Context: an optimization exercise on an open-source flow, tuned for small area, a short achievable clock period and few clock cycles per item. The choices shown serve that exercise and are no tape-out recipe.
Where RTL was checked, it was by simulation tests only, not by an equivalence proof against the original.
For runs 4 and 5, only the layout was checked, not whether the RTL still works.
Power figures rest on the tool's default switching activity, not on a simulated workload.

==> design.v <==
package ftss_pkg;
    localparam int FTSS_SECTOR_BYTES      = 512;
    localparam int FTSS_FILE_SECTOR_LIMIT = 32;
    localparam int FTSS_QUEUE_DEPTH       = 2;
    localparam int STATUS_W = 3;
    localparam int FILE_W   = 16;
    localparam int OFFSET_W = 9;
    localparam int COUNT_W  = 10;
    localparam int ADDR_W   = 4;
    typedef enum logic [STATUS_W-1:0] {
        ST_CHUNK   = 3'd0,
        ST_EMPTY   = 3'd1,
        ST_NOSPACE = 3'd2,
        ST_BADPOS  = 3'd3,
        ST_ERASED  = 3'd4
    } status_t;
    typedef enum logic [1:0] {
        REG_ERASED = 2'd0,
        REG_SPF    = 2'd1,
        REG_MAIN   = 2'd2,
        REG_BACKUP = 2'd3
    } reg_index_t;
endpackage
import ftss_pkg::*;
module file_transfer_sector_splitter
#(
    parameter int SECTOR_BYTES      = FTSS_SECTOR_BYTES,
    parameter int FILE_SECTOR_LIMIT = FTSS_FILE_SECTOR_LIMIT
) (
    input  logic                aclk,
    input  logic                aresetn,
    input  logic                psel,
    input  logic                penable,
    input  logic                pwrite,
    input  logic [ADDR_W-1:0]   paddr,
    input  logic [31:0]         pwdata,
    output logic [31:0]         prdata,
    output logic                pready,
    input  logic                s_valid,
    output logic                s_ready,
    input  logic                s_req_type,
    input  logic [FILE_W-1:0]   s_file_index,
    input  logic signed [31:0]  s_position,
    input  logic [31:0]         s_transfer_length,
    output logic                m_valid,
    input  logic                m_ready,
    output logic [STATUS_W-1:0] m_status,
    output logic [31:0]         m_physical_sector,
    output logic [OFFSET_W-1:0] m_sector_offset,
    output logic [COUNT_W-1:0]  m_chunk_bytes,
    output logic                m_last
);
    logic        erased_reg;
    logic [5:0]  spf_reg;
    logic [31:0] main_reg;
    logic [31:0] backup_reg;
    logic        cfg_write;
    logic [1:0]  cfg_index;
    assign pready    = 1'b1;
    assign cfg_write = psel && penable && pwrite;
    assign cfg_index = paddr[3:2];
    always_ff @(posedge aclk) begin
        if (!aresetn) begin
            erased_reg <= 1'b0;
            spf_reg    <= 6'd1;
            main_reg   <= 32'd0;
            backup_reg <= 32'd1;
        end else if (cfg_write) begin
            unique case (cfg_index)
                REG_ERASED: erased_reg <= pwdata[0];
                REG_SPF:    spf_reg    <= pwdata[5:0];
                REG_MAIN:   main_reg   <= pwdata;
                REG_BACKUP: backup_reg <= pwdata;
                default:    erased_reg <= erased_reg;
            endcase
        end
    end
    always_comb begin
        unique case (cfg_index)
            REG_ERASED: prdata = {31'd0, erased_reg};
            REG_SPF:    prdata = {26'd0, spf_reg};
            REG_MAIN:   prdata = main_reg;
            REG_BACKUP: prdata = backup_reg;
            default:    prdata = '0;
        endcase
    end
    logic        a_big, b_big, cfg_eq;
    always_comb begin
        a_big  = |main_reg[31:22];
        b_big  = |backup_reg[31:22];
        cfg_eq = main_reg == backup_reg;
    end
    logic [5:0]          spf_e;
    logic                pos_oob;
    logic [STATUS_W-1:0] in_status;
    logic [15:0]         in_sum;
    logic [14:0]         in_end;
    logic [20:0]         in_s0;
    logic [20:0]         pp0, pp1, pp2, pp3, pp4, pp5;
    logic [41:0]         cs1, cs2, cs3, cs4;
    function automatic logic [41:0] csa(input logic [20:0] x, input logic [20:0] y,
                                        input logic [20:0] z);
        logic [20:0] sum, cry;
        sum = x ^ y ^ z;
        cry = {((x[19:0] & y[19:0]) | (x[19:0] & z[19:0]) | (y[19:0] & z[19:0])), 1'b0};
        csa = {cry, sum};
    endfunction
    logic                r_valid;
    logic [STATUS_W-1:0] r_status;
    logic [20:0]         r_s0;
    logic [13:0]         r_pos;
    logic [14:0]         r_end;
    logic                o_take;
    always_comb begin
        spf_e   = spf_reg[5] ? 6'd32 : {1'b0, spf_reg[4:0]};
        pos_oob = (|s_position[30:14]) || ({1'b0, s_position[13:9]} >= spf_e);
        if (erased_reg)
            in_status = ST_ERASED;
        else if (s_position[31])
            in_status = ST_BADPOS;
        else if (pos_oob)
            in_status = s_req_type ? ST_NOSPACE : ST_EMPTY;
        else if (s_transfer_length == 32'd0)
            in_status = ST_EMPTY;
        else
            in_status = ST_CHUNK;
        in_sum = {2'b00, s_position[13:0]} + {1'b0, s_transfer_length[14:0]};
        in_end = ((|s_transfer_length[31:15]) || (in_sum[15:9] >= {1'b0, spf_e}))
               ? {spf_e, 9'd0} : in_sum[14:0];
        pp0 = {5'd0, s_file_index & {16{spf_e[0]}}};
        pp1 = {4'd0, s_file_index & {16{spf_e[1]}}, 1'b0};
        pp2 = {3'd0, s_file_index & {16{spf_e[2]}}, 2'b0};
        pp3 = {2'd0, s_file_index & {16{spf_e[3]}}, 3'b0};
        pp4 = spf_e[5] ? {s_file_index, 5'd0} : {1'd0, s_file_index & {16{spf_e[4]}}, 4'b0};
        pp5 = {16'd0, s_position[13:9]};
        cs1    = csa(pp0, pp1, pp2);
        cs2    = csa(pp3, pp4, pp5);
        cs3    = csa(cs1[20:0], cs1[41:21], cs2[20:0]);
        cs4    = csa(cs3[20:0], cs3[41:21], cs2[41:21]);
        in_s0  = cs4[20:0] + cs4[41:21];
    end
    assign s_ready = !r_valid || o_take;
    always_ff @(posedge aclk) begin
        if (!aresetn) begin
            r_valid <= 1'b0;
        end else if (s_valid && s_ready) begin
            r_valid <= 1'b1;
        end else if (o_take) begin
            r_valid <= 1'b0;
        end
    end
    always_ff @(posedge aclk) begin
        if (s_valid && s_ready) begin
            r_status <= in_status;
            r_s0     <= in_s0;
            r_pos    <= s_position[13:0];
            r_end    <= in_end;
        end
    end
    logic                o_valid;
    logic [STATUS_W-1:0] o_status;
    logic [21:0]         o_sector;
    logic [13:0]         o_pos;      
    logic [4:0]          o_ke;       
    logic [9:0]          o_lb;       
    logic                o_more;     
    logic                o_last;
    logic [9:0]          o_top;
    always_comb begin
        o_last = !o_more;
        o_top  = o_last ? o_lb : 10'd512;
    end
    logic                sx_step;
    logic [21:0]         sx_x;
    logic [22:0]         sx_da, sx_db;
    logic                sx_a_ge, sx_b_ge, sx_a_m1, sx_b_m1, sx_a_m2, sx_b_m2;
    logic                sx_g1, sx_g2, sx_e1, sx_f;
    logic [1:0]          sx_inc;
    logic [21:0]         sx_sector;
    always_comb begin
        sx_step = o_more;
        sx_x    = sx_step ? o_sector : {1'b0, r_s0};
        sx_da   = {1'b0, sx_x} - {1'b0, main_reg[21:0]};
        sx_db   = {1'b0, sx_x} - {1'b0, backup_reg[21:0]};
        sx_a_ge = !a_big && !sx_da[22];
        sx_b_ge = !b_big && !sx_db[22];
        sx_a_m1 = !a_big && (sx_da == 23'h7F_FFFF);
        sx_b_m1 = !b_big && (sx_db == 23'h7F_FFFF);
        sx_a_m2 = !a_big && (sx_da == 23'h7F_FFFE);
        sx_b_m2 = !b_big && (sx_db == 23'h7F_FFFE);
        sx_g1   = sx_a_ge || sx_b_ge;
        sx_g2   = cfg_eq ? sx_g1 : ((sx_a_ge || sx_a_m1) && (sx_b_ge || sx_b_m1));
        sx_e1   = sx_a_m1 || sx_b_m1;
        sx_f    = cfg_eq || sx_a_m2 || sx_b_m2;
        if (sx_step)
            sx_inc = sx_e1 ? (sx_f ? 2'd3 : 2'd2) : 2'd1;
        else
            sx_inc = {sx_g1 && sx_g2, sx_g1 ^ sx_g2};
        sx_sector = sx_x + {20'd0, sx_inc};
    end
    logic o_done, o_step;
    assign o_done = o_valid && m_ready && o_last;
    assign o_take = !o_valid || o_done;
    assign o_step = o_valid && m_ready && !o_last;
    always_ff @(posedge aclk) begin
        if (!aresetn) begin
            o_valid <= 1'b0;
            o_more  <= 1'b0;
        end else if (o_take) begin
            o_valid <= r_valid;
            o_more  <= r_valid && (r_status == ST_CHUNK)
                    && (5'(r_end[14:9] - {5'd0, r_end[8:0] == 9'd0}) != r_pos[13:9]);
        end else if (o_step) begin
            o_more  <= (o_ke != o_pos[13:9] + 5'd1);
        end
    end
    always_ff @(posedge aclk) begin
        if (o_take && r_valid) begin
            o_status <= r_status;
            if (r_status == ST_CHUNK) begin
                o_sector <= sx_sector;
                o_pos    <= r_pos;
                o_ke     <= 5'(r_end[14:9] - {5'd0, r_end[8:0] == 9'd0});
                o_lb     <= {r_end[8:0] == 9'd0, r_end[8:0]};
            end else begin
                o_sector <= '0;
                o_pos    <= '0;
                o_ke     <= '0;
                o_lb     <= '0;
            end
        end else if (o_step) begin
            o_sector <= sx_sector;
            o_pos    <= {o_pos[13:9] + 5'd1, 9'd0};
        end
    end
    assign m_valid           = o_valid;
    assign m_status          = o_status;
    assign m_physical_sector = {10'd0, o_sector};
    assign m_sector_offset   = o_pos[8:0];
    assign m_chunk_bytes     = o_top - {1'b0, o_pos[8:0]};
    assign m_last            = o_last;
endmodule
==> flow/run.sh <==
#!/bin/bash
# The standard layout (standard.sh, standard synthesis), with the port buffers
# made as sky130_fd_sc_hd__buf_1 cells.
set -euo pipefail
bash standard.sh "BUFFER_PORTS_ARGS=-buffer_cell sky130_fd_sc_hd__buf_1" finish > make_finish.log 2>&1
==> standard.sh <==
#!/bin/bash
# synth_recipe.tcl (not shown) runs the flow's synth.tcl, then flattens the netlist and writes it again
# the make line also repeats each setting of config.mk as NAME=value (left out here)
make -C /OpenROAD-flow-scripts/flow DESIGN_CONFIG=/design/flow/config.mk WORK_HOME=/design/flow/orfs CLKGATE_MAP_FILE= SYNTH_SCRIPT=/design/flow/synth_recipe.tcl "${@:-finish}"
==> config.mk <==
export PLATFORM = sky130hd
export DESIGN_NAME = file_transfer_sector_splitter
export DESIGN_NICKNAME = file_transfer_sector_splitter
export VERILOG_FILES = /design/flow/design.v
export SDC_FILE = /design/flow/constraint.sdc
export NUM_CORES = 4
export LEC_CHECK = 0
export CAP_MARGIN = 20
export CORE_MARGIN = 2
export CORE_UTILIZATION = 40
export SLEW_MARGIN = 20
==> constraint.sdc <==
create_clock -name core_clock -period 5.5 [get_ports {aclk}]
set_input_delay 1.1000 -clock core_clock [delete_from_list [all_inputs] [get_ports {aclk}]]
set_output_delay 1.1000 -clock core_clock [all_outputs]
set_load 0.01 [all_outputs]
==> results.py, run 1 <==
metrics = {
    "pwr": {
        "powerDensity_nw_per_um2": 223,
        "clkPwrFrac_pct": 28.1,
        "p_seq_share_pct": 35.8,
        "pwr-share-comb_pct": 36.1,
        "p_sw_uw": 1440,
        "netSwitchingFraction_pct": 33.4,
        "p_total_uw": 4320,
        "p_leak_uw": 0.00807,
        "ir_drop_mv": 0.223,
        "p_int_uw": 2880,
    },
    "sta": {
        "fin_setup_tns_ns": -0.0914,
        "period_minus_slack_ns": 5.57,
        "setup_ws_ns": -0.0671,
        "finClkSkew_ns": 0.0127,
        "setup_viol_count_final": 2,
        "maxSlewViolCount": 0,
        "post-route-period-util_pct": 101,
        "slew_headroom_pct": 26.3,
        "rsz0062_at_grt": "yes",
        "fmax_mhz": 180,
        "hold_violations": 0,
        "worst_slew_pin_slew_ns": 1.11,
    },
    "final_layout": {
        "instances_no_fill": 2690,
        "drive_gt1_share_pct": 16.3,
        "fillers": 3694,
        "final_area_um2": 19400,
        "seq_area_um2": 4670,
        "multi_input_area_um2": 10400,
        "nets": 2460,
        "area_delta_synth_final_pct": 23.6,
        "antennaDiodeCount": 0,
    },
    "clocking": {
        "cts_buffers": 17,
        "insertion_delay_ns": 0.46,
        "clk_path_buf_depth": 2,
        "clkTransAtPathRegs_ns": 0.07,
        "htree_levels": 4,
        "ctsHoldBuffers": 0,
        "cts_tree": "yes",
        "cts_sinks": 180,
        "cts-root-buf": "clkbuf_16",
    },
    "setup_path": {
        "crit_path_end": "o_sector[18]",
        "r2r-end": "o_sector[18]",
        "cpPeakStageDelay_ns": 0.44,
        "cp.required_ns": 5.68,
        "slowest_stage": "fa_1",
        "r2r_cells": 27,
        "critPathKind": "flip-flop to flip-flop",
        "path_max_fanout": 7,
        "cp-end-kind": "flip-flop",
        "regToRegSetupSlack_ns": -0.07,
        "worstSetupStartpointType": "flip-flop",
        "crit_start": "o_more",
        "critPathArrivalTime_ns": 5.75,
        "r2r-start": "o_more",
    },
    "outcome": {
        "status": "failed layout checks",
        "so.violations": "negative setup slack",
    },
    "floorplanning": {
        "die_w_um": 202,
        "initial_utilization_pct": 40.6,
        "die_h_um": 202,
        "die_area_um2": 40800,
        "rows": 72,
        "coreArea_um2": 38600,
        "ios": 214,
    },
    "routing": {
        "vias_per_cell": 5.13,
        "vias": 13800,
        "drc_errors": 0,
        "detail-route-antenna-nets": 0,
        "drtIter0Drc": 736,
        "finalWirelength_um": 46800,
        "dr.pass1.iters": 5,
        "wl_per_cell_um": 17.4,
    },
    "placement": {
        "gp_congestion": 0.889,
        "place_area_um2": 18300,
        "portBuffers": 200,
        "dp_hpwl_um": 37900,
        "pre_cts_ws_ns": -0.496,
        "place_inst": 2649,
    },
    "global_routing": {
        "overflow": 0,
        "antenna_found_initial": 0,
        "grtUsageTotal_pct": 23.1,
        "grt_max_degree": 50,
        "grt_pass1_wl_um": 74500,
        "grt_pass1_vias": 13700,
    },
    "logic_synthesis": {
        "syn_avg_cell_area_um2": 8.65,
        "async_flop_share_pct": 0,
        "yosysTopAreaCell": "edfxtp_1",
        "syn_inst": 1811,
        "ys_seq_area_share_pct": 29.8,
        "ys_ff_latch": 180,
        "synth.area.top_cells": "edfxtp_1 20%, ha_1 10%, dfxtp_1 9.5%",
        "synth_edf_count": 106,
        "netlist_area_um2": 15700,
        "synth_top_area_share_pct": 20.3,
        "ys_types": 77,
        "synth_ff_type": "edfxtp_1",
        "ys_warn_count": 1,
    },
    "flow_run": {
        "maxCapViolCount": 0,
    },
    "min_path": {
        "hp-start": "r_status[0]",
        "hold_path.class": "flip-flop to flip-flop",
    },
}
-- repair_timing --
action / in CTS / in global routing
pin swaps: 17 / 15
endpoints found under the setup margin: 18 / 18
resized for setup: 56 / 38
gates cloned: 0 / 0
buffers inserted: 3 / 6
-- layout make-up --
cell class                 count  share of cell area, %
clock buffer                  20                   2.42
clock inverter                12                  0.543
inverter                     192                   3.72
multi-input combinational   1356                   53.5
sequential                   180                   24.1
tap                          518                   3.35
timing repair buffer         412                   12.3
-- worst min-delay path by stage --
stage                  end  slack [ns]  depth (start not counted)
2_1_floorplan  o_status[2]        0.44                          0
3_3_place_gp   o_status[0]        0.48                          0
3_5_place_dp   o_status[2]        0.49                          0
4_1_cts        o_status[0]        0.50                          0
5_1_grt        o_status[1]        0.51                          0
6_report       o_status[0]        0.50                          0
-- per-stage QoR --
| stage | utilization, % | hold WS [ns] |
|---|---|---|
| after floorplan | - | 0.442 |
| after global placement | 47.3 | 0.476 |
| after detailed placement | 47.3 | 0.487 |
| after CTS | 49.5 | 0.500 |
| after global routing | 50.1 | 0.511 |
| final | 50.1 | 0.498 |
-- power by group through the flow --
stage               registers [uW]  logic [uW]  clock network, uW
finish                        1550        1560               1220
global route                  1560        1720               1280
CTS                           1550        1510               1240
detailed placement            1580        1440                  0
global placement              1570        1430                  0
floorplan                     1570         866                  0
-- layout by cell type, fill, tap and decap left out, types with 67 or more instances in the layout --
cell type	synthesis	layout
and2_1	90	87
ha_1	125	113
buf_4	20	206
a21oi_1	81	67
edfxtp_1	106	106
buf_1	2	198
nand2_1	207	206
a21boi_0	67	67
inv_1	192	183
dfxtp_1	74	73
nor2_1	100	97
-- Yosys cell counts (all sizes together), types with 4 or more instances --
master and count:
dfxtp 74, a211o 4, nor4b 4, o21a 12
xnor2 46, or2 4, nor2 100, ha 125
or3 8, o21bai 9, fa 52, a31oi 7
and2 90, inv 192, nand3 33, xor2 59
or4 6, nor3b 7, o2111ai 6, a211oi 10
a22o 21, nand2b 11, buf 30, a21boi 67
a21oi 82, o31ai 5, nor3 32, clkbuf 62
nand2 207, and3 24, nor2b 67, nand4 22
a22oi 5, edfxtp 106, a21o 27, mux2i 52
o21ai 61, mux2 9, nor4 29, a2111oi 4
-- metal layers --
layer	vias up	track usage, %	wire length, um
met5	-	0	0
met4	0	6.93	1170
met3	56	2.84	1770
met2	251	39.3	22500
met1	6585	30.8	21300
li1	6902	-	-
-- cell families (layout without fill, tap and decap cells) --
logic type	after synthesis	count (layout)	synth area share, %
simple gates	651	651	21.2
fa+ha+maj	177	177	16.6
flops	180	180	29.8
buf+inv	284	636	7.34
mux	62	62	4.11
xor+xnor	105	105	5.87
compound gates	350	350	15.0
other cells	2	11	0.0479
-- worst max-delay path: cells and delay by family, from the launching register on --
family / cells / cell delay (ns)
DFF: 1 / 0.36
and+or+nand+nor: 8 / 1.41
muxes: 1 / 0.19
adders and majority gates: 5 / 1.29
xor gates and xnor gates: 1 / 0.16
buffers and inverters: 4 / 0.46
AOI/OAI and AO/OA: 8 / 1.40
Testbench counts, summed over its fixed seeds: cycles 49,244, requests 12,000.
==> run 2: changes to the inputs <==
--- a/config.mk
+++ b/config.mk
@@ -8,4 +8,5 @@
 export CAP_MARGIN = 20
 export CORE_MARGIN = 2
 export CORE_UTILIZATION = 40
+export SETUP_SLACK_MARGIN = 0.3
 export SLEW_MARGIN = 20
==> results.py, run 2 <==
metrics = {
    "sta": {
        "post-route-period-util_pct": 103,
        "maxSlewViolCount": 0,
        "worst_slew_pin_slew_ns": 0.874,
        "fmax_mhz": 177,
        "finClkSkew_ns": 0.0104,
        "rsz0062_at_grt": "yes",
        "setup_viol_count_final": 7,
        "fin_setup_tns_ns": -0.621,
        "period_minus_slack_ns": 5.65,
        "setup_ws_ns": -0.152,
        "hold_violations": 0,
        "slew_headroom_pct": 41.7,
    },
    "flow_run": {
        "maxCapViolCount": 0,
    },
    "final_layout": {
        "antennaDiodeCount": 0,
        "final_util_pct": 50.0,
        "area_delta_synth_final_pct": 23.3,
        "final_area_um2": 19300,
        "drive_gt1_share_pct": 16.0,
        "nets": 2469,
        "layout_common_cells": "214 x buf_4, 205 x nand2_1, 198 x buf_1, 188 x inv_1, 119 x ha_1",
        "layout_commonest_cell": "buf_4",
    },
    "routing": {
        "wl_per_cell_um": 17.3,
        "dr.pass1.iters": 5,
        "vias_per_cell": 5.12,
        "detail-route-antenna-nets": 0,
        "vias": 13800,
        "drc_errors": 0,
        "finalWirelength_um": 46600,
        "drtIter0Drc": 787,
    },
    "setup_path": {
        "critPathArrivalTime_ns": 5.83,
        "cp-end-kind": "flip-flop",
        "path_max_fanout": 5,
        "critPathKind": "flip-flop to flip-flop",
        "cp.required_ns": 5.68,
        "worstSetupStartpointType": "flip-flop",
    },
    "floorplanning": {
        "coreArea_um2": 38600,
        "rows": 72,
        "die_area_um2": 40800,
        "initial_utilization_pct": 40.6,
        "die_h_um": 202,
        "ios": 214,
        "die_w_um": 202,
    },
    "logic_synthesis": {
        "synth_top_area_share_pct": 20.3,
        "netlist_area_um2": 15700,
        "ys_types": 77,
        "ys_seq_area_share_pct": 29.8,
        "yosysMostFrequentCell": "nand2_1",
        "yosysTopAreaCell": "edfxtp_1",
        "synth_ff_type": "edfxtp_1",
        "syn_avg_cell_area_um2": 8.65,
        "ys_warn_count": 1,
        "synth.area.top_cells": "edfxtp_1 20%, ha_1 10%, dfxtp_1 9.5%",
        "ys_ff_latch": 180,
        "synthTopCellsByCount": "207 x nand2_1, 192 x inv_1, 125 x ha_1, 106 x edfxtp_1, 100 x nor2_1",
        "async_flop_share_pct": 0,
        "syn_inst": 1811,
        "synth_edf_count": 106,
    },
    "placement": {
        "pre_cts_ws_ns": -0.480,
        "place_area_um2": 18300,
        "gp_congestion": 0.886,
        "portBuffers": 200,
        "dp_hpwl_um": 37700,
    },
    "min_path": {
        "hold_path.class": "flip-flop to flip-flop",
    },
    "pwr": {
        "ir_drop_mv": 0.249,
        "p_total_uw": 4320,
        "p_leak_uw": 0.00814,
        "powerDensity_nw_per_um2": 223,
    },
    "clocking": {
        "cts_sinks": 180,
        "clkTransAtPathRegs_ns": 0.07,
        "cts_tree": "yes",
        "cts_buffers": 17,
        "insertion_delay_ns": 0.46,
        "htree_levels": 4,
        "clk_path_buf_depth": 2,
        "cts-root-buf": "clkbuf_16",
    },
    "global_routing": {
        "grt_max_degree": 75,
        "grt_pass1_vias": 13600,
        "grt_pass1_wl_um": 74100,
        "antenna_found_initial": 0,
        "overflow": 0,
        "grtUsageTotal_pct": 22.9,
    },
    "outcome": {
        "so.violations": "negative setup slack",
        "status": "failed layout checks",
    },
}
==> run 2: kinds of logic (layout without fill, tap and decap cells) <==
| kind of cell | count (synthesis) | count (layout) | share of synthesized area [%] |
|---|---|---|---|
| and+or+nand+nor | 651 | 651 | 21.2 |
| AOI/OAI and AO/OA | 350 | 350 | 15.0 |
| buffers and inverters | 284 | 645 | 7.34 |
| DFF | 180 | 180 | 29.8 |
| adders and majority gates | 177 | 177 | 16.6 |
| xor gates and xnor gates | 105 | 105 | 5.87 |
| muxes | 62 | 62 | 4.11 |
| other | 2 | 11 | 0.0479 |
==> run 2: repair_timing <==
item                                   4_1_cts  5_1_grt
hold buffers                                 0        0
buffers inserted                             8        4
resized for setup                           37       29
setup endpoints to repair                   21       26
pin swaps                                   17       13
endpoints found under the hold margin        0        0
==> run 2: worst paths after layout <==
kind	start	endpoint	slack, ns	cells past startpoint
hold reg to reg	main_reg[2]	main_reg[2]	0.50	2
setup reg to reg	o_more	o_sector[20]	-0.15	24
setup / recovery	o_more	o_sector[20]	-0.15	24
hold / removal	main_reg[2]	main_reg[2]	0.50	2
==> run 2: per-stage QoR <==
step,instances,hold WS [ns]
CTS,2695,0.502
finish,2699,0.504
global placement,2655,0.483
detailed placement,2655,0.488
floorplan,1820,0.442
global route,2699,0.523
==> run 2: per-layer routing <==
layer | vias up | GRT usage [%] | routed length, um
met1 | 6668 | 30.4 | 21400
met4 | 0 | 4.75 | 586
li1 | 6920 | - | -
met5 | - | 0 | 0
met3 | 28 | 3.29 | 1650
met2 | 208 | 39.6 | 23000
==> run 2: worst max-delay path, cell delays in order (launching register included) <==
cell and delay (ns):
dfxtp_4 0.41, buf_12 0.13, mux2i_4 0.22, ha_2 0.21, fa_2 0.47, a2111oi_4 0.38, o2111a_1 0.24, nand4_1 0.11
nor4_2 0.34, nand4_1 0.17, nor4b_2 0.24, nand4_1 0.19, a2bb2oi_2 0.18, o31ai_1 0.25, ha_1 0.16, o32a_1 0.15
ha_2 0.18, inv_2 0.04, fa_2 0.34, and3b_1 0.25, and2_4 0.17, and3_4 0.21, nand3_1 0.10, xnor2_1 0.19
nor2_1 0.05
==> run 2: power by group <==
| part | internal, uW | switching (uW) |
|---|---|---|
| Sequential | 1510 | 41.2 |
| Clock | 641 | 582 |
| Combinational | 721 | 824 |
| Total | 2870 | 1450 |
==> run 2: layout make-up <==
cell class / count / area, um^2
flip-flops and latches: 180 / 4670
multi-input cells: 1356 / 10200
clock buffers: 19 / 453
clock inverters: 13 / 128
fillers: 3689 / 19300
well taps: 518 / 648
inverters: 192 / 721
repair buffers: 421 / 2460
==> run 3: changes to the inputs <==
==> run.sh (new file) <==
#!/bin/bash
# synth_recipe.tcl (not shown) runs the flow's synth.tcl, then flattens the netlist and writes it again
# the make line also repeats each setting of config.mk as NAME=value (left out here)
make -C /OpenROAD-flow-scripts/flow DESIGN_CONFIG=/design/flow/config.mk WORK_HOME=/design/flow/orfs CLKGATE_MAP_FILE= SYNTH_SCRIPT=/design/flow/synth_recipe.tcl finish
--- a/config.mk
+++ b/config.mk
@@ -8,5 +8,4 @@
 export CAP_MARGIN = 20
 export CORE_MARGIN = 2
 export CORE_UTILIZATION = 40
-export SETUP_SLACK_MARGIN = 0.3
 export SLEW_MARGIN = 20
removed: flow/run.sh
removed: standard.sh
==> results.py, run 3 <==
metrics = {
    "min_path": {
        "hold_depth": 2,
        "hp-start": "main_reg[2]",
        "min_to": "main_reg[2]",
        "hold_path.class": "flip-flop to flip-flop",
    },
    "logic_synthesis": {
        "synth_edf_count": 106,
        "ys_types": 77,
        "netlist_area_um2": 15700,
        "ys_seq_area_share_pct": 29.8,
        "synth.area.top_cells": "edfxtp_1 20%, ha_1 10%, dfxtp_1 9.5%",
        "synth_xor_area_share_pct": 5.87,
        "syn_avg_cell_area_um2": 8.65,
        "ys_ff_latch": 180,
        "async_flop_share_pct": 0,
        "synth_adder_area_share_pct": 16.6,
        "synthTopCellsByCount": "207 x nand2_1, 192 x inv_1, 125 x ha_1, 106 x edfxtp_1, 100 x nor2_1",
        "synth_top_family_by_area": "simple AND/OR/NAND/NOR gates",
        "synth_ff_type": "edfxtp_1",
        "yosysMostFrequentCell": "nand2_1",
        "synth-compound-area-share_pct": 15.0,
        "ys_warn_count": 1,
        "syn_inst": 1811,
        "synth_top_area_share_pct": 20.3,
        "muxShareOfSynthArea_pct": 4.11,
        "yosysTopAreaCell": "edfxtp_1",
        "post_synth_and_or_nand_nor_area_fraction_pct": 21.2,
    },
    "setup_path": {
        "critPathBufInv": 5,
        "worstSetupStartpointType": "flip-flop",
        "critPathArrivalTime_ns": 5.76,
        "r2r-end": "o_sector[18]",
        "r2r-start": "o_more",
        "cpPeakStageDelay_ns": 0.40,
        "r2r_cells": 26,
        "path_max_fanout": 7,
        "cp.required_ns": 5.67,
        "slowest_stage": "dfxtp_4",
        "regToRegSetupSlack_ns": -0.09,
        "cp-end-kind": "flip-flop",
        "critPathKind": "flip-flop to flip-flop",
        "crit_family": "simple AND/OR/NAND/NOR gates",
        "crit_path_frequent_cell": "buf_4",
    },
    "floorplanning": {
        "rows": 72,
        "die_h_um": 202,
        "initial_utilization_pct": 40.6,
        "die_area_um2": 40800,
        "die_w_um": 202,
        "coreArea_um2": 38600,
        "ios": 214,
    },
    "flow_run": {
        "maxCapViolCount": 0,
    },
    "routing": {
        "vias_per_cell": 5.17,
        "finalWirelength_um": 47600,
        "dr.pass1.iters": 5,
        "vias": 14100,
        "detail-route-antenna-nets": 0,
        "drc_errors": 0,
        "drtIter0Drc": 750,
        "wl_per_cell_um": 17.5,
    },
    "placement": {
        "dp_hpwl_um": 38500,
        "gp_congestion": 0.935,
        "place_area_um2": 19700,
        "portBuffers": 200,
    },
    "pwr": {
        "p_total_uw": 4540,
        "powerDensity_nw_per_um2": 217,
        "ir_drop_mv": 0.198,
        "p_leak_uw": 0.00879,
    },
    "clocking": {
        "clk_path_buf_depth": 2,
        "cts_sinks": 180,
        "cts_tree": "yes",
        "cts-root-buf": "clkbuf_16",
        "ctsHoldBuffers": 0,
        "clkTransAtPathRegs_ns": 0.07,
        "htree_levels": 4,
        "insertion_delay_ns": 0.45,
        "cts_buffers": 17,
    },
    "global_routing": {
        "grt_max_degree": 75,
        "antenna_found_initial": 0,
        "grt_pass1_vias": 13900,
        "overflow": 0,
        "grtUsageTotal_pct": 23.3,
        "grt_pass1_wl_um": 75400,
    },
    "final_layout": {
        "nets": 2491,
        "final_util_pct": 54.1,
        "layout_common_cells": "235 x buf_4, 205 x nand2_1, 198 x clkdlybuf4s50_1, 180 x inv_1, 116 x ha_1",
        "final_area_um2": 20900,
        "fillers": 3557,
        "layout_commonest_cell": "buf_4",
        "drive_gt1_share_pct": 17.5,
        "area_delta_synth_final_pct": 33.4,
    },
    "sta": {
        "maxSlewViolCount": 0,
        "rsz0062_at_grt": "yes",
        "setup_ws_ns": -0.0897,
        "worst_slew_pin_slew_ns": 0.927,
        "finClkSkew_ns": 0.0168,
        "fmax_mhz": 179,
        "slew_headroom_pct": 38.2,
        "fin_setup_tns_ns": -0.431,
        "setup_viol_count_final": 9,
        "period_minus_slack_ns": 5.59,
        "hold_violations": 0,
        "post-route-period-util_pct": 102,
    },
    "outcome": {
        "status": "failed layout checks",
        "so.violations": "negative setup slack",
    },
}
==> run 3: cell counts after synthesis <==
No cell type changed its count.
==> run 3: cell families (layout without fill, tap and decap cells) <==
kind of cell             count (synthesis)  in the layout
AO/OA/AOI/OAI                          350            350
AND/OR/NAND/NOR                        651            651
buffers and inverters                  284            667
flip-flops                             180            180
adder cells (fa/ha/maj)                177            177
multiplexers                            62             62
XOR/XNOR                               105            105
other                                    2             12
==> run 3: worst max path at each step <==
stage | endpoint | startpoint | depth (start not counted) | slack, ns
after detailed placement | o_sector[18] | o_more | 24 | -0.45
after floorplan | o_sector[18] | o_more | 27 | 0.006
after global placement | o_sector[18] | o_more | 24 | -0.30
after CTS | o_sector[18] | o_more | 25 | -0.14
final | o_sector[18] | o_more | 26 | -0.09
after global routing | o_sector[18] | o_more | 26 | -0.33
==> run 3: metal layers <==
layer  up-vias  GRT usage [%]  share of wire [%]
li1       6969              -                  -
met1      6776           30.8                 45
met2       294           40.0                 49
met3        47           3.06                4.0
met4         0           6.14                1.8
met5         -              0                  0
==> run 3: cell type report <==
cell class              count  area [um^2]  area share [%]
clock inverters            13          161           0.772
clock buffers              19          475            2.27
repair buffers            443         3850            18.4
multi-input cells        1356        10400            49.6
diodes                      1         2.50          0.0120
flip-flops and latches    180         4670            22.3
well taps                 518          648            3.10
inverters                 192          721            3.45
==> run 3: per-stage QoR <==
stage | hold WS [ns] | cells | setup slack [ns]
after floorplan | 0.442 | 1820 | 0.00605
after global placement | 0.478 | 2676 | -0.302
after detailed placement | 0.487 | 2676 | -0.449
after CTS | 0.497 | 2715 | -0.140
after global routing | 0.525 | 2721 | -0.334
final | 0.496 | 2722 | -0.0897
==> run 3: repair_timing <==
item / 4_1_cts / 5_1_grt
setup endpoints to repair: 18 / 34
cloned: 0 / 1
resized for setup: 44 / 57
setup buffers: 7 / 5
pin swaps: 22 / 29
==> run 3: worst register-to-register path, cell delays in order (launching register included) <==
cell and delay [ns]:
dfxtp_4 0.40, buf_12 0.14, mux2i_4 0.20, ha_4 0.18, fa_2 0.38, xor2_2 0.17
a2111oi_4 0.37, o2111a_1 0.24, nand4_1 0.13, nor4_4 0.34, buf_4 0.16, buf_4 0.10
buf_4 0.10, nand3_2 0.07, nor4b_2 0.25, and4_4 0.29, a211o_1 0.13, o32a_1 0.15
ha_2 0.18, inv_2 0.04, fa_2 0.33, and3b_2 0.26, and2_4 0.17, and3_4 0.22
nand4_1 0.10, xnor2_1 0.16, nor2_1 0.05
==> run 3: power by group <==
part,internal (uW),leakage [uW],switching (uW),total [uW]
clock,726,0.000319,593,1320
sequential,1510,0.00163,41.5,1550
combinational,829,0.00684,839,1670
total,3060,0.00879,1470,4540
==> run 4: changes to the inputs <==
--- a/design.v
+++ b/design.v
@@ -177,6 +177,8 @@
     logic                sx_g1, sx_g2, sx_e1, sx_f;
     logic [1:0]          sx_inc;
     logic [21:0]         sx_sector;
+    logic [19:0]         sx_up1;
+    logic [2:0]          sx_lo;
     always_comb begin
         sx_step = o_more;
         sx_x    = sx_step ? o_sector : {1'b0, r_s0};
@@ -196,7 +198,9 @@
             sx_inc = sx_e1 ? (sx_f ? 2'd3 : 2'd2) : 2'd1;
         else
             sx_inc = {sx_g1 && sx_g2, sx_g1 ^ sx_g2};
-        sx_sector = sx_x + {20'd0, sx_inc};
+        sx_up1    = sx_x[21:2] + 20'd1;
+        sx_lo     = {1'b0, sx_x[1:0]} + {1'b0, sx_inc};
+        sx_sector = {sx_lo[2] ? sx_up1 : sx_x[21:2], sx_lo[1:0]};
     end
     logic o_done, o_step;
     assign o_done = o_valid && m_ready && o_last;
==> flow/run.sh (new file) <==
#!/bin/bash
# The standard layout (standard.sh, standard synthesis), with the port buffers
# made as sky130_fd_sc_hd__buf_1 cells.
set -euo pipefail
bash standard.sh "BUFFER_PORTS_ARGS=-buffer_cell sky130_fd_sc_hd__buf_1" finish > make_finish.log 2>&1
==> standard.sh (new file) <==
#!/bin/bash
# synth_recipe.tcl (not shown) runs the flow's synth.tcl, then flattens the netlist and writes it again
# the make line also repeats each setting of config.mk as NAME=value (left out here)
make -C /OpenROAD-flow-scripts/flow DESIGN_CONFIG=/design/flow/config.mk WORK_HOME=/design/flow/orfs CLKGATE_MAP_FILE= SYNTH_SCRIPT=/design/flow/synth_recipe.tcl "${@:-finish}"
removed: run.sh
==> results.py, run 4 <==
metrics = {
    "min_path": {
        "hp-start": "r_status[2]",
        "hold_path.class": "flip-flop to flip-flop",
        "min_to": "o_status[2]",
        "hold_depth": 0,
    },
    "placement": {
        "dp_hpwl_um": 40000,
        "place_inst": 2683,
        "portBuffers": 200,
        "place_area_um2": 18600,
        "gp_congestion": 0.940,
    },
    "global_routing": {
        "grt_max_degree": 75,
        "grtUsageTotal_pct": 23.8,
        "antenna_found_initial": 0,
        "grt_pass1_wl_um": 76200,
        "grt_pass1_vias": 14000,
        "overflow": 0,
    },
    "final_layout": {
        "seq_area_um2": 4670,
        "multi_input_area_um2": 10300,
        "area_delta_synth_final_pct": 24.5,
        "final_area_um2": 19600,
        "drive_gt1_share_pct": 16.9,
        "nets": 2498,
        "layout_commonest_cell": "buf_4",
        "instances_no_fill": 2728,
        "layout_common_cells": "249 x buf_4, 198 x buf_1, 195 x nand2_1, 184 x inv_1, 112 x ha_1",
        "antennaDiodeCount": 0,
        "fillers": 3709,
    },
    "routing": {
        "dr.pass1.iters": 6,
        "vias_per_cell": 5.19,
        "vias": 14200,
        "wl_per_cell_um": 17.9,
        "drc_errors": 0,
        "finalWirelength_um": 48800,
        "detail-route-antenna-nets": 0,
        "drtIter0Drc": 852,
    },
    "logic_synthesis": {
        "ys_seq_area_share_pct": 29.7,
        "netlist_area_um2": 15700,
        "ys_ff_latch": 180,
        "synth_edf_count": 106,
        "synth_ff_type": "edfxtp_1",
        "syn_inst": 1806,
        "synth_top_area_share_pct": 20.3,
        "yosysMostFrequentCell": "nand2_1",
        "ys_warn_count": 1,
        "synth.area.top_cells": "edfxtp_1 20%, ha_1 10%, dfxtp_1 9.4%",
        "ys_types": 73,
        "synthTopCellsByCount": "198 x nand2_1, 185 x inv_1, 125 x ha_1, 106 x edfxtp_1, 99 x nor2_1",
        "async_flop_share_pct": 0,
        "syn_avg_cell_area_um2": 8.70,
        "yosysTopAreaCell": "edfxtp_1",
    },
    "floorplanning": {
        "ios": 214,
        "die_w_um": 202,
        "die_h_um": 202,
        "initial_utilization_pct": 40.6,
        "die_area_um2": 40900,
        "coreArea_um2": 38700,
        "rows": 72,
    },
    "sta": {
        "fmax_mhz": 174,
        "hold_ws_ns": 0.502,
        "setup_viol_count_final": 12,
        "period_minus_slack_ns": 5.75,
        "finClkSkew_ns": 0.0130,
        "setup_ws_ns": -0.245,
        "worst_slew_pin_slew_ns": 0.906,
        "maxSlewViolCount": 0,
        "rsz0062_at_grt": "yes",
        "hold_violations": 0,
        "post-route-period-util_pct": 104,
        "slew_headroom_pct": 39.6,
    },
    "outcome": {
        "so.violations": "negative setup slack",
        "status": "failed layout checks",
    },
    "clocking": {
        "clk_path_buf_depth": 2,
        "clkTransAtPathRegs_ns": 0.07,
        "ctsHoldBuffers": 0,
        "htree_levels": 4,
        "insertion_delay_ns": 0.46,
        "cts_sinks": 180,
        "cts_buffers": 17,
        "cts-root-buf": "clkbuf_16",
        "cts_tree": "yes",
    },
    "setup_path": {
        "r2r-end": "o_sector[21]",
        "critPathKind": "flip-flop to flip-flop",
        "critPathArrivalTime_ns": 5.92,
        "r2r_cells": 25,
        "regToRegSetupSlack_ns": -0.25,
        "worstSetupStartpointType": "flip-flop",
        "r2r-start": "o_more",
        "cp.required_ns": 5.67,
        "path_max_fanout": 7,
        "cp-end-kind": "flip-flop",
    },
    "pwr": {
        "powerDensity_nw_per_um2": 222,
        "ir_drop_mv": 0.210,
        "p_total_uw": 4350,
        "p_leak_uw": 0.00818,
    },
    "flow_run": {
        "maxCapViolCount": 0,
    },
}
[run 4: cell types whose count changed after synthesis, sizes merged, moves of 5 or more]
cell	before	now
inv	192	185
buf	30	40
or2	4	9
nor3	32	23
clkbuf	62	52
o211ai	3	12
nand2	207	198
mux2	9	15
[run 4: final cells by class]
class                      count  share of cell area, %
inverter                     185                   3.55
multi-input combinational   1358                   52.5
clock inverter                14                  0.684
timing repair buffer         455                   13.9
tap                          518                   3.31
sequential                   180                   23.9
clock buffer                  18                   2.19
[run 4: timing repair]
item / 4_1_cts / 5_1_grt
gates cloned: 0 / 0
pin swaps: 12 / 11
setup endpoints to repair: 20 / 20
buffers inserted: 10 / 3
gates resized for setup: 19 / 37
[run 4: logic make-up after synthesis]
| kind of cell | Yosys count | share of synthesized area [%] |
|---|---|---|
| and+or+nand+nor | 623 | 20.0 |
| AOI/OAI and AO/OA | 374 | 16.1 |
| buffers and inverters | 277 | 7.25 |
| DFF | 180 | 29.7 |
| adders and majority gates | 177 | 16.6 |
| xor gates and xnor gates | 107 | 5.96 |
| muxes | 66 | 4.40 |
| other | 2 | 0.0478 |
[run 4: layer usage]
layer	vias up	track usage [%]	part of all wire, %
li1	6996	-	-
met1	6833	32.2	46
met2	280	40.1	47
met3	55	2.92	4.2
met4	0	6.73	2.6
met5	-	0	0
[run 4: power breakdown]
| part | switching (uW) | leakage, uW | internal (uW) |
|---|---|---|---|
| sequential | 41.4 | 0.00163 | 1510 |
| clock | 566 | 0.000264 | 627 |
| combinational | 853 | 0.00629 | 755 |
[run 4: worst max-delay path by stage]
| stage | from | endpoint | slack, ns |
|---|---|---|---|
| 6_report | o_more | o_sector[21] | -0.25 |
| 3_5_place_dp | o_more | o_sector[18] | -0.76 |
| 5_1_grt | o_more | o_sector[21] | -0.53 |
| 2_1_floorplan | o_more | o_sector[21] | -0.04 |
| 3_3_place_gp | o_more | o_sector[16] | -0.58 |
| 4_1_cts | o_more | o_sector[13] | -0.21 |
[run 4: through the flow]
step / utilization, % / TNS (ns) / worst slack [ns]
floorplan: - / -0.145 / -0.0435
global placement: 48.0 / -5.99 / -0.582
detailed placement: 48.0 / -9.00 / -0.764
CTS: 49.9 / -1.40 / -0.214
global route: 50.5 / -7.32 / -0.531
finish: 50.5 / -1.89 / -0.245
[run 4: critical path, stage by stage (launching register included)]
cell and delay [ns]:
dfxtp_4 0.44, buf_12 0.14, mux2_2 0.39, ha_1 0.34
o21ai_0 0.17, a21oi_1 0.08, o311ai_1 0.35, buf_4 0.18
nand3b_1 0.09, nand4_1 0.13, mux2_2 0.39, nor4b_4 0.31
o2111ai_2 0.22, o21ai_1 0.17, a31o_2 0.16, ha_1 0.11
nor2_1 0.04, a31oi_1 0.17, ha_2 0.22, fa_2 0.20
nand4_1 0.12, nand2b_4 0.18, or4_4 0.51, nor3_4 0.17
xnor2_1 0.13, nor2_1 0.05
==> run 5: changes to the inputs <==
--- a/design.v
+++ b/design.v
@@ -198,9 +198,9 @@
             sx_inc = sx_e1 ? (sx_f ? 2'd3 : 2'd2) : 2'd1;
         else
             sx_inc = {sx_g1 && sx_g2, sx_g1 ^ sx_g2};
-        sx_up1    = sx_x[21:2] + 20'd1;
+        sx_up1    = sx_x[21:2] ^ (sx_x[21:2] + 20'd1);
         sx_lo     = {1'b0, sx_x[1:0]} + {1'b0, sx_inc};
-        sx_sector = {sx_lo[2] ? sx_up1 : sx_x[21:2], sx_lo[1:0]};
+        sx_sector = {sx_x[21:2] ^ (sx_up1 & {20{sx_lo[2]}}), sx_lo[1:0]};
     end
     logic o_done, o_step;
     assign o_done = o_valid && m_ready && o_last;
==> results.py, run 5 <==
metrics = {
    "outcome": {
        "status": "failed layout checks",
        "so.violations": "negative setup slack",
    },
    "logic_synthesis": {
        "yosysTopAreaCell": "edfxtp_1",
        "async_flop_share_pct": 0,
        "syn_avg_cell_area_um2": 8.67,
        "synth_edf_count": 106,
        "ys_seq_area_share_pct": 28.9,
        "yosysMostFrequentCell": "nand2_1",
        "synth.area.top_cells": "edfxtp_1 20%, ha_1 9.7%, dfxtp_1 9.2%",
        "ys_types": 84,
        "synthTopCellsByCount": "209 x nand2_1, 190 x inv_1, 125 x ha_1, 106 x edfxtp_1, 95 x nor2_1",
        "synth_top_area_share_pct": 19.7,
        "synth_ff_type": "edfxtp_1",
        "ys_ff_latch": 180,
        "netlist_area_um2": 16200,
        "ys_warn_count": 1,
        "syn_inst": 1863,
    },
    "floorplanning": {
        "ios": 214,
        "coreArea_um2": 39800,
        "die_area_um2": 42000,
        "die_h_um": 205,
        "die_w_um": 205,
        "initial_utilization_pct": 40.6,
        "rows": 73,
    },
    "clocking": {
        "cts_sinks": 180,
        "clk_path_buf_depth": 2,
        "htree_levels": 4,
        "clkTransAtPathRegs_ns": 0.07,
        "cts_tree": "yes",
        "cts-root-buf": "clkbuf_16",
        "insertion_delay_ns": 0.46,
        "cts_buffers": 17,
    },
    "final_layout": {
        "fillers": 3793,
        "layout_common_cells": "237 x buf_4, 204 x nand2_1, 198 x buf_1, 188 x inv_1, 111 x ha_1",
        "final_util_pct": 50.4,
        "instances_no_fill": 2778,
        "nets": 2541,
        "antennaDiodeCount": 0,
        "drive_gt1_share_pct": 17.6,
        "area_delta_synth_final_pct": 24.2,
        "final_area_um2": 20100,
        "layout_commonest_cell": "buf_4",
    },
    "placement": {
        "portBuffers": 200,
        "place_inst": 2730,
        "gp_congestion": 0.925,
        "dp_hpwl_um": 41400,
        "place_area_um2": 18900,
    },
    "setup_path": {
        "cp.required_ns": 5.68,
        "critPathBufInv": 4,
        "critPathKind": "flip-flop to flip-flop",
        "worstSetupStartpointType": "flip-flop",
        "cp-end-kind": "flip-flop",
        "slowest_stage": "a2111o_1",
        "crit_family": "compound AO/OA/AOI/OAI gates",
        "critPathArrivalTime_ns": 5.77,
        "cpPeakStageDelay_ns": 0.43,
        "path_max_fanout": 5,
    },
    "pwr": {
        "netSwitchingFraction_pct": 34.0,
        "p_int_uw": 2970,
        "clkPwrFrac_pct": 26.6,
        "p_seq_share_pct": 34.8,
        "pwr-share-comb_pct": 38.6,
        "p_total_uw": 4500,
        "p_leak_uw": 0.00843,
        "p_sw_uw": 1530,
        "powerDensity_nw_per_um2": 224,
        "ir_drop_mv": 0.176,
    },
    "sta": {
        "setup_ws_ns": -0.0857,
        "worst_slew_pin_slew_ns": 1.01,
        "setup_viol_count_final": 5,
        "fin_setup_tns_ns": -0.303,
        "fmax_mhz": 179,
        "hold_violations": 0,
        "maxSlewViolCount": 0,
        "period_minus_slack_ns": 5.59,
        "slew_headroom_pct": 32.4,
        "rsz0062_at_grt": "yes",
        "finClkSkew_ns": 0.0106,
        "post-route-period-util_pct": 102,
    },
    "routing": {
        "detail-route-antenna-nets": 0,
        "vias": 14700,
        "vias_per_cell": 5.30,
        "finalWirelength_um": 51200,
        "drc_errors": 0,
        "drtIter0Drc": 1224,
        "dr.pass1.iters": 5,
        "wl_per_cell_um": 18.4,
    },
    "global_routing": {
        "overflow": 0,
        "grt_pass1_wl_um": 78600,
        "grt_max_degree": 75,
        "grt_pass1_vias": 14100,
        "grtUsageTotal_pct": 24.1,
        "antenna_found_initial": 0,
    },
    "flow_run": {
        "maxCapViolCount": 0,
    },
    "min_path": {
        "hold_path.class": "flip-flop to flip-flop",
    },
}
[run 5: changes by cell type in the layout (fill, tap and decap cells not counted), sizes merged, moves of 6 or more]
cell	before	now
nand2	198	209
or3	4	12
nand4	18	28
and3	24	34
o211ai	12	5
and4	0	6
mux2	15	22
buf	453	440
xnor2	49	41
a21oi	86	78
inv	186	198
[run 5: final timing paths]
path	from	end	slack, ns	depth (start not counted)
worst max register to register	o_more	o_sector[16]	-0.09	27
worst min-delay path	r_status[2]	o_status[2]	0.50	0
worst min register to register	r_status[2]	o_status[2]	0.50	0
worst max-delay path	o_more	o_sector[16]	-0.09	27
[run 5: area by class of cell]
type | instances | area, um^2 | area share (%)
clock buffer | 17 | 425 | 2.12
clock inverter | 15 | 138 | 0.686
inverter | 190 | 713 | 3.55
multi-input combinational | 1409 | 10800 | 54.0
sequential | 180 | 4670 | 23.3
tap | 525 | 657 | 3.27
timing repair buffer | 442 | 2630 | 13.1
[run 5: layer usage]
metal / vias up / share of wire [%] / global-route usage (%)
met1: 7131 / 47 / 34.0
met2: 339 / 47 / 39.3
met4: 0 / 2.0 / 6.53
li1: 7218 / - / -
met5: - / 0 / 0
met3: 41 / 4.1 / 2.51
[run 5: stage by stage]
stage                     worst slack (ns)  hold WS (ns)
after floorplan                    0.00633         0.442
after global placement              -0.471         0.475
after detailed placement            -0.491         0.487
after CTS                          -0.0620         0.497
after global routing                -0.314         0.517
final                              -0.0857         0.497
[run 5: logic make-up (layout without fill, tap and decap cells)]
family	Yosys count	in the layout	synth area share [%]
muxes	71	71	4.67
buffers and inverters	283	664	7.22
other	2	11	0.0465
and+or+nand+nor	674	674	21.6
AOI/OAI and AO/OA	374	374	16.0
DFF	180	180	28.9
xor gates and xnor gates	102	102	5.53
adders and majority gates	177	177	16.1
[run 5: repair_timing]
action / 4_1_cts / 5_1_grt
gates resized for setup: 41 / 54
hold buffers: 0 / 0
setup buffers: 11 / 6
pin swaps: 19 / 23
setup endpoints to repair: 20 / 20
[run 5: power by group through the flow]
stage | Combinational (uW) | Sequential [uW] | Clock [uW]
floorplan | 933 | 1570 | 0
global placement | 1570 | 1590 | 0
detailed placement | 1590 | 1590 | 0
CTS | 1660 | 1560 | 1210
global route | 1900 | 1570 | 1260
finish | 1740 | 1560 | 1200
==> run 6: changes to the inputs <==
--- a/design.v
+++ b/design.v
@@ -177,8 +177,6 @@
     logic                sx_g1, sx_g2, sx_e1, sx_f;
     logic [1:0]          sx_inc;
     logic [21:0]         sx_sector;
-    logic [19:0]         sx_up1;
-    logic [2:0]          sx_lo;
     always_comb begin
         sx_step = o_more;
         sx_x    = sx_step ? o_sector : {1'b0, r_s0};
@@ -198,9 +196,7 @@
             sx_inc = sx_e1 ? (sx_f ? 2'd3 : 2'd2) : 2'd1;
         else
             sx_inc = {sx_g1 && sx_g2, sx_g1 ^ sx_g2};
-        sx_up1    = sx_x[21:2] ^ (sx_x[21:2] + 20'd1);
-        sx_lo     = {1'b0, sx_x[1:0]} + {1'b0, sx_inc};
-        sx_sector = {sx_x[21:2] ^ (sx_up1 & {20{sx_lo[2]}}), sx_lo[1:0]};
+        sx_sector = sx_x + {20'd0, sx_inc};
     end
     logic o_done, o_step;
     assign o_done = o_valid && m_ready && o_last;
==> flow/run.sh (replaced) <==
#!/bin/bash
# The standard layout (standard.sh), with Yosys's adder-cell mapping turned off
# (ABC maps adders and comparators as plain logic) and the port buffers made as
# sky130_fd_sc_hd__buf_1 cells. Registers are those of the standard synthesis.
set -euo pipefail
bash standard.sh ADDER_MAP_FILE= "BUFFER_PORTS_ARGS=-buffer_cell sky130_fd_sc_hd__buf_1" finish > make_finish.log 2>&1
--- a/config.mk
+++ b/config.mk
@@ -8,4 +8,5 @@
 export CAP_MARGIN = 20
 export CORE_MARGIN = 2
 export CORE_UTILIZATION = 40
+export SETUP_SLACK_MARGIN = 1.0
 export SLEW_MARGIN = 20
==> results.py, run 6 <==
metrics = {
    "global_routing": {
        "overflow": 0,
        "grtUsageTotal_pct": 24.1,
        "grt_max_degree": 75,
        "grt_pass1_wl_um": 83300,
        "grt_pass1_vias": 15000,
        "antenna_found_initial": 1,
    },
    "final_layout": {
        "area_delta_synth_final_pct": 24.3,
        "layout_common_cells": "323 x nand2_1, 184 x buf_1, 163 x xnor2_1, 157 x buf_4, 123 x nor2_1",
        "antennaDiodeCount": 0,
        "final_area_um2": 20600,
        "instances_no_fill": 2843,
        "drive_gt1_share_pct": 18.8,
        "final_util_pct": 50.3,
        "nets": 2422,
        "layout_commonest_cell": "nand2_1",
    },
    "placement": {
        "place_inst": 2751,
        "dp_hpwl_um": 41500,
        "place_area_um2": 18500,
        "gp_congestion": 0.931,
        "portBuffers": 200,
    },
    "routing": {
        "drtIter0Drc": 1455,
        "finalWirelength_um": 54100,
        "wl_per_cell_um": 19.0,
        "vias": 16200,
        "vias_per_cell": 5.71,
        "dr.pass1.iters": 6,
        "drc_errors": 0,
        "detail-route-antenna-nets": 0,
    },
    "logic_synthesis": {
        "ys_seq_area_share_pct": 28.2,
        "synth_ff_type": "edfxtp_1",
        "synthTopCellsByCount": "329 x nand2_1, 176 x xnor2_1, 127 x nor2_1, 124 x clkbuf_1, 106 x edfxtp_1",
        "yosysMostFrequentCell": "nand2_1",
        "yosysTopAreaCell": "edfxtp_1",
        "synth_edf_count": 106,
        "syn_avg_cell_area_um2": 8.05,
        "async_flop_share_pct": 0,
        "ys_types": 92,
        "synth.area.top_cells": "edfxtp_1 19%, xnor2_1 9.3%, dfxtp_1 9.0%",
        "syn_inst": 2055,
        "ys_warn_count": 1,
        "ys_ff_latch": 180,
        "synth_top_area_share_pct": 19.3,
        "netlist_area_um2": 16500,
    },
    "setup_path": {
        "cpPeakStageDelay_ns": 0.56,
        "cp.required_ns": 5.71,
        "critPathBufInv": 1,
        "r2r-start": "o_more",
        "critPathArrivalTime_ns": 5.31,
        "crit_family": "simple AND/OR/NAND/NOR gates",
        "crit_path_frequent_cell": "or4_4",
        "cp-end-kind": "flip-flop",
        "crit_chain": "buf_6 > mux2i_4 > nor2_2 > or4_4 > o211a_4 > o311a_1 > or3_1 > a221o_1 > nor4b_4 > nand4_1 > o311ai_2 > o211a_1 > a21oi_2 > maj3_2 > or4_4 > and3_1",
        "path_max_fanout": 7,
        "slowest_stage": "or4_4",
        "critPathKind": "flip-flop to flip-flop",
        "worstSetupStartpointType": "flip-flop",
        "crit_start": "o_more",
    },
    "clocking": {
        "htree_levels": 4,
        "clkTransAtPathRegs_ns": 0.08,
        "cts-root-buf": "clkbuf_16",
        "clk_path_buf_depth": 2,
        "cts_buffers": 17,
        "insertion_delay_ns": 0.45,
        "ctsHoldBuffers": 0,
        "cts_sinks": 180,
        "cts_tree": "yes",
    },
    "sta": {
        "slew_headroom_pct": 38.3,
        "hold_violations": 0,
        "finClkSkew_ns": 0.0180,
        "maxSlewViolCount": 0,
        "worst_slew_pin_slew_ns": 0.926,
        "fmax_mhz": 196,
        "fin_setup_tns_ns": 0,
        "rsz0062_at_grt": "yes",
        "setup_viol_count_final": 0,
        "post-route-period-util_pct": 92.7,
        "period_minus_slack_ns": 5.10,
    },
    "floorplanning": {
        "die_h_um": 207,
        "initial_utilization_pct": 40.5,
        "die_w_um": 207,
        "ios": 214,
        "die_area_um2": 43000,
        "coreArea_um2": 40800,
        "rows": 74,
    },
    "outcome": {
        "status": "finished clean",
    },
    "min_path": {
        "hp-start": "backup_reg[30]",
        "hold_path.class": "flip-flop to flip-flop",
    },
    "pwr": {
        "p_total_uw": 4280,
        "ir_drop_mv": 0.223,
        "powerDensity_nw_per_um2": 208,
        "p_leak_uw": 0.00737,
    },
    "flow_run": {
        "maxCapViolCount": 0,
    },
}
==> run 6: changes by cell type after synthesis, moves of 56 or more <==
cell	change
ha_1	-125
maj3_1	+56
nand2_1	+120
xnor2_1	+135
inv_1	-144
clkbuf_1	+61
==> run 6: path summary, 6_finish.rpt <==
check	endpoint	slack (ns)	cells past startpoint
min	backup_reg[30]	0.51	2
max	o_sector[11]	0.40	16
min reg2reg	backup_reg[30]	0.51	2
max reg2reg	o_sector[11]	0.40	16
==> run 6: final cells by class <==
class,count,area (um^2)
fillers,3869,20300
multi-input cells,1671,12100
flip-flops and latches,180,4680
repair buffers,380,2300
well taps,532,666
clock buffers,17,425
clock inverters,15,210
inverters,48,193
==> run 6: kinds of logic after synthesis <==
family                   count (synthesis)  synth area share (%)
adder cells (fa/ha/maj)                 59                  3.59
multiplexers                            81                  5.30
XOR/XNOR                               285                  15.6
AND/OR/NAND/NOR                        779                  22.4
buffers and inverters                  214                  5.50
AO/OA/AOI/OAI                          455                  19.4
flip-flops                             180                  28.2
other                                    2                0.0454
==> run 6: worst register-to-register path: cells and delay by family (launching register included) <==
| family | cells | cell delay (ns) |
|---|---|---|
| mux | 1 | 0.30 |
| fa+ha+maj | 1 | 0.37 |
| flops | 1 | 0.45 |
| simple gates | 7 | 2.01 |
| compound gates | 6 | 1.55 |
| buf+inv | 1 | 0.16 |
==> run 6: through the flow <==
step / worst slack, ns / hold WS [ns]
CTS: 0.444 / 0.511
finish: 0.403 / 0.514
detailed placement: 0.0671 / 0.499
global placement: 0.166 / 0.494
floorplan: 0.794 / 0.442
global route: 0.247 / 0.546
==> run 6: what timing repair did <==
action / 4_1_cts / 5_1_grt
endpoints found under the setup margin: 45 / 43
gates cloned: 2 / 0
pin swaps: 58 / 47
buffers inserted: 37 / 21
gates resized for setup: 101 / 98
==> run 6: report_power, final <==
group          internal (uW)  total, uW  switching [uW]
registers               1500       1570            71.4
logic                    593       1400             808
clock network            637       1300             666
==> run 6: layer usage <==
| layer | wire [um] | vias up | GRT usage [%] | share of wire, % |
|---|---|---|---|---|
| met5 | 0 | - | 0 | 0 |
| met4 | 998 | 0 | 5.79 | 1.8 |
| met3 | 3300 | 59 | 2.42 | 6.1 |
| met2 | 24700 | 558 | 38.5 | 46 |
| met1 | 25100 | 7838 | 34.9 | 46 |
| li1 | - | 7774 | - | - |
Testbench counts of run 6, summed over its fixed seeds: cycles 49,244, requests 12,000.
==> run 7: changes to the inputs <==
--- a/config.mk
+++ b/config.mk
@@ -8,5 +8,4 @@
 export CAP_MARGIN = 20
 export CORE_MARGIN = 2
 export CORE_UTILIZATION = 40
-export SETUP_SLACK_MARGIN = 1.0
 export SLEW_MARGIN = 20
==> results.py, run 7 <==
metrics = {
    "routing": {
        "detail-route-antenna-nets": 0,
        "wl_per_cell_um": 18.5,
        "vias": 16000,
        "dr.pass1.iters": 5,
        "drc_errors": 0,
        "vias_per_cell": 5.66,
        "finalWirelength_um": 52500,
        "drtIter0Drc": 1375,
    },
    "logic_synthesis": {
        "synth_edf_count": 106,
        "ys_types": 92,
        "synth_top_area_share_pct": 19.3,
        "syn_inst": 2055,
        "synthTopCellsByCount": "329 x nand2_1, 176 x xnor2_1, 127 x nor2_1, 124 x clkbuf_1, 106 x edfxtp_1",
        "synth.area.top_cells": "edfxtp_1 19%, xnor2_1 9.3%, dfxtp_1 9.0%",
        "async_flop_share_pct": 0,
        "ys_warn_count": 1,
        "syn_avg_cell_area_um2": 8.05,
        "ys_seq_area_share_pct": 28.2,
        "netlist_area_um2": 16500,
        "yosysTopAreaCell": "edfxtp_1",
        "yosysMostFrequentCell": "nand2_1",
        "synth_ff_type": "edfxtp_1",
        "ys_ff_latch": 180,
    },
    "sta": {
        "setup_ws_ns": 0.224,
        "period_minus_slack_ns": 5.28,
        "finClkSkew_ns": 0.0139,
        "post-route-period-util_pct": 95.9,
        "maxSlewViolCount": 0,
        "fmax_mhz": 190,
        "fin_setup_tns_ns": 0,
        "slew_headroom_pct": 48.3,
        "hold_violations": 0,
        "worst_slew_pin_slew_ns": 0.771,
        "setup_viol_count_final": 0,
    },
    "global_routing": {
        "grtUsageTotal_pct": 23.9,
        "antenna_found_initial": 1,
        "overflow": 0,
        "grt_pass1_wl_um": 82700,
        "grt_max_degree": 75,
        "grt_pass1_vias": 15200,
    },
    "final_layout": {
        "layout_commonest_cell": "nand2_1",
        "instances_no_fill": 2831,
        "layout_common_cells": "329 x nand2_1, 198 x buf_1, 176 x xnor2_1, 167 x buf_4, 127 x nor2_1",
        "antennaDiodeCount": 0,
        "area_delta_synth_final_pct": 16.7,
        "final_area_um2": 19300,
        "nets": 2410,
        "drive_gt1_share_pct": 12.0,
        "final_util_pct": 47.2,
    },
    "placement": {
        "dp_hpwl_um": 41500,
        "portBuffers": 200,
        "gp_congestion": 0.934,
        "place_inst": 2794,
        "place_area_um2": 18500,
        "pre_cts_ws_ns": -0.229,
    },
    "floorplanning": {
        "die_h_um": 207,
        "rows": 74,
        "coreArea_um2": 40800,
        "ios": 214,
        "die_w_um": 207,
        "initial_utilization_pct": 40.5,
        "die_area_um2": 43000,
    },
    "pwr": {
        "p_leak_uw": 0.00694,
        "powerDensity_nw_per_um2": 212,
        "ir_drop_mv": 0.243,
    },
    "setup_path": {
        "critPathArrivalTime_ns": 5.48,
        "critPathBufInv": 1,
        "cpPeakStageDelay_ns": 0.55,
        "cp.required_ns": 5.71,
        "worstSetupStartpointType": "flip-flop",
        "cp-end-kind": "flip-flop",
        "path_max_fanout": 8,
        "critPathKind": "flip-flop to flip-flop",
        "crit_chain": "buf_4 > mux2i_4 > a211oi_1 > or4_4 > o211a_1 > o311a_1 > or3_1 > a221o_1 > nor4b_4 > nand4_1 > o311ai_2 > o211a_1 > a21oi_1 > maj3_2 > or4_4 > and3_1",
        "slowest_stage": "or4_4",
        "crit_family": "simple AND/OR/NAND/NOR gates",
    },
    "clocking": {
        "cts_buffers": 17,
        "clk_path_buf_depth": 2,
        "ctsHoldBuffers": 0,
        "clkTransAtPathRegs_ns": 0.08,
        "cts_sinks": 180,
        "cts_tree": "yes",
        "htree_levels": 4,
        "insertion_delay_ns": 0.45,
        "cts-root-buf": "clkbuf_16",
    },
    "outcome": {
        "status": "finished clean",
    },
    "flow_run": {
        "maxCapViolCount": 0,
    },
    "min_path": {
        "hold_path.class": "flip-flop to flip-flop",
    },
}
==> run 7: cell types whose count changed in the layout (fill, tap and decap cells not counted), sizes merged <==
cell and delta:
maj3 -1, clkinvlp +1, clkbuf -2, buf -9, inv -1
==> run 7: layout make-up <==
class                   count  area [um^2]
multi-input cells        1670        11100
inverters                  48          184
clock buffers              17          425
flip-flops and latches    180         4670
well taps                 532          666
repair buffers            369         2040
fillers                  3997        21500
clock inverters            15          194
==> run 7: through the flow <==
step	hold slack, ns	power, uW
after floorplan	0.442	2380
after global placement	0.469	2790
after detailed placement	0.480	2810
after CTS	0.498	4090
after global routing	0.520	4290
final	0.497	4090
==> run 7: kinds of logic (layout without fill, tap and decap cells) <==
| kind of cell | Yosys count | in the layout | share of synthesized area [%] |
|---|---|---|---|
| AO/OA/AOI/OAI | 455 | 455 | 19.4 |
| XOR/XNOR | 285 | 285 | 15.6 |
| adder cells (fa/ha/maj) | 59 | 59 | 3.59 |
| buffers and inverters | 214 | 449 | 5.50 |
| flip-flops | 180 | 180 | 28.2 |
| multiplexers | 81 | 81 | 5.30 |
| other | 2 | 11 | 0.0454 |
| AND/OR/NAND/NOR | 779 | 779 | 22.4 |
==> run 7: metal layers <==
| metal | vias to the layer above | part of all wire, % | GRT usage (%) |
|---|---|---|---|
| li1 | 7744 | - | - |
| met1 | 7642 | 46 | 33.3 |
| met2 | 536 | 44 | 37.1 |
| met3 | 89 | 6.8 | 4.33 |
| met4 | 0 | 3.0 | 8.13 |
| met5 | - | 0 | 0 |
==> run 7: timing repair <==
item / 4_1_cts / 5_1_grt
buffers inserted: 0 / 5
endpoints found under the setup margin: 20 / 22
gates resized for setup: 3 / 21
gates cloned: 0 / 0
pin swaps: 0 / 4
==> run 7: where the power goes <==
part,internal (uW),switching [uW]
Combinational,523,723
Sequential,1500,66.5
Clock,626,650
==> run 7: path summary, 6_finish.rpt <==
kind	start	endpoint	slack (ns)	depth (start not counted)
min reg2reg	r_status[2]	o_status[2]	0.50	0
min	r_status[2]	o_status[2]	0.50	0
max	o_more	o_sector[11]	0.22	16
max reg2reg	o_more	o_sector[11]	0.22	16

-- static timing again, ports no longer ideal --
The flow's constraints put no driver on any port. The routed layouts listed below were extracted and timed again, unchanged, in two steps.
Step 1 sets driving cells, clkbuf_16 on the clock port and buf_2 on the other inputs (assumed; they add their load-dependent delay and slew).
Step 2 adds t to the input delays and takes it off the output delays; t is the mean of the earliest and latest rising clock arrival at the registers after step 1. Input paths then give back, and output paths get back, about the clock's delay inside the block.
Three values: no drivers, after step 1, after step 2; two values: the first two.
run	shift t [ns]	slack for setup (ns)	worst hold slack (ns)	slew at the worst register clock pin (ns)
run 1	0.504	-0.067 / -0.067 / -0.067	0.498 / 0.498 / 0.498	0.08 / 0.08
run 2	0.506	-0.152 / -0.152 / -0.152	0.504 / 0.504 / 0.504	0.08 / 0.08
run 3	0.493	-0.090 / -0.090 / -0.193	0.496 / 0.496 / 0.496	0.08 / 0.08
run 4	0.504	-0.245 / -0.245 / -0.245	0.502 / 0.502 / 0.502	0.07 / 0.07
run 5	0.504	-0.086 / -0.086 / -0.086	0.497 / 0.497 / 0.497	0.07 / 0.07
run 6	0.497	0.403 / 0.403 / 0.230	0.514 / 0.514 / 0.514	0.09 / 0.09
run 7	0.494	0.224 / 0.224 / -0.031	0.497 / 0.497 / 0.497	0.08 / 0.08
Met with ideal ports but missed after step 2: setup timing in run 7. For run 7, which loses most, drivers alone change the setup slack by 0.000 ns; drivers and shift together by -0.255 ns.
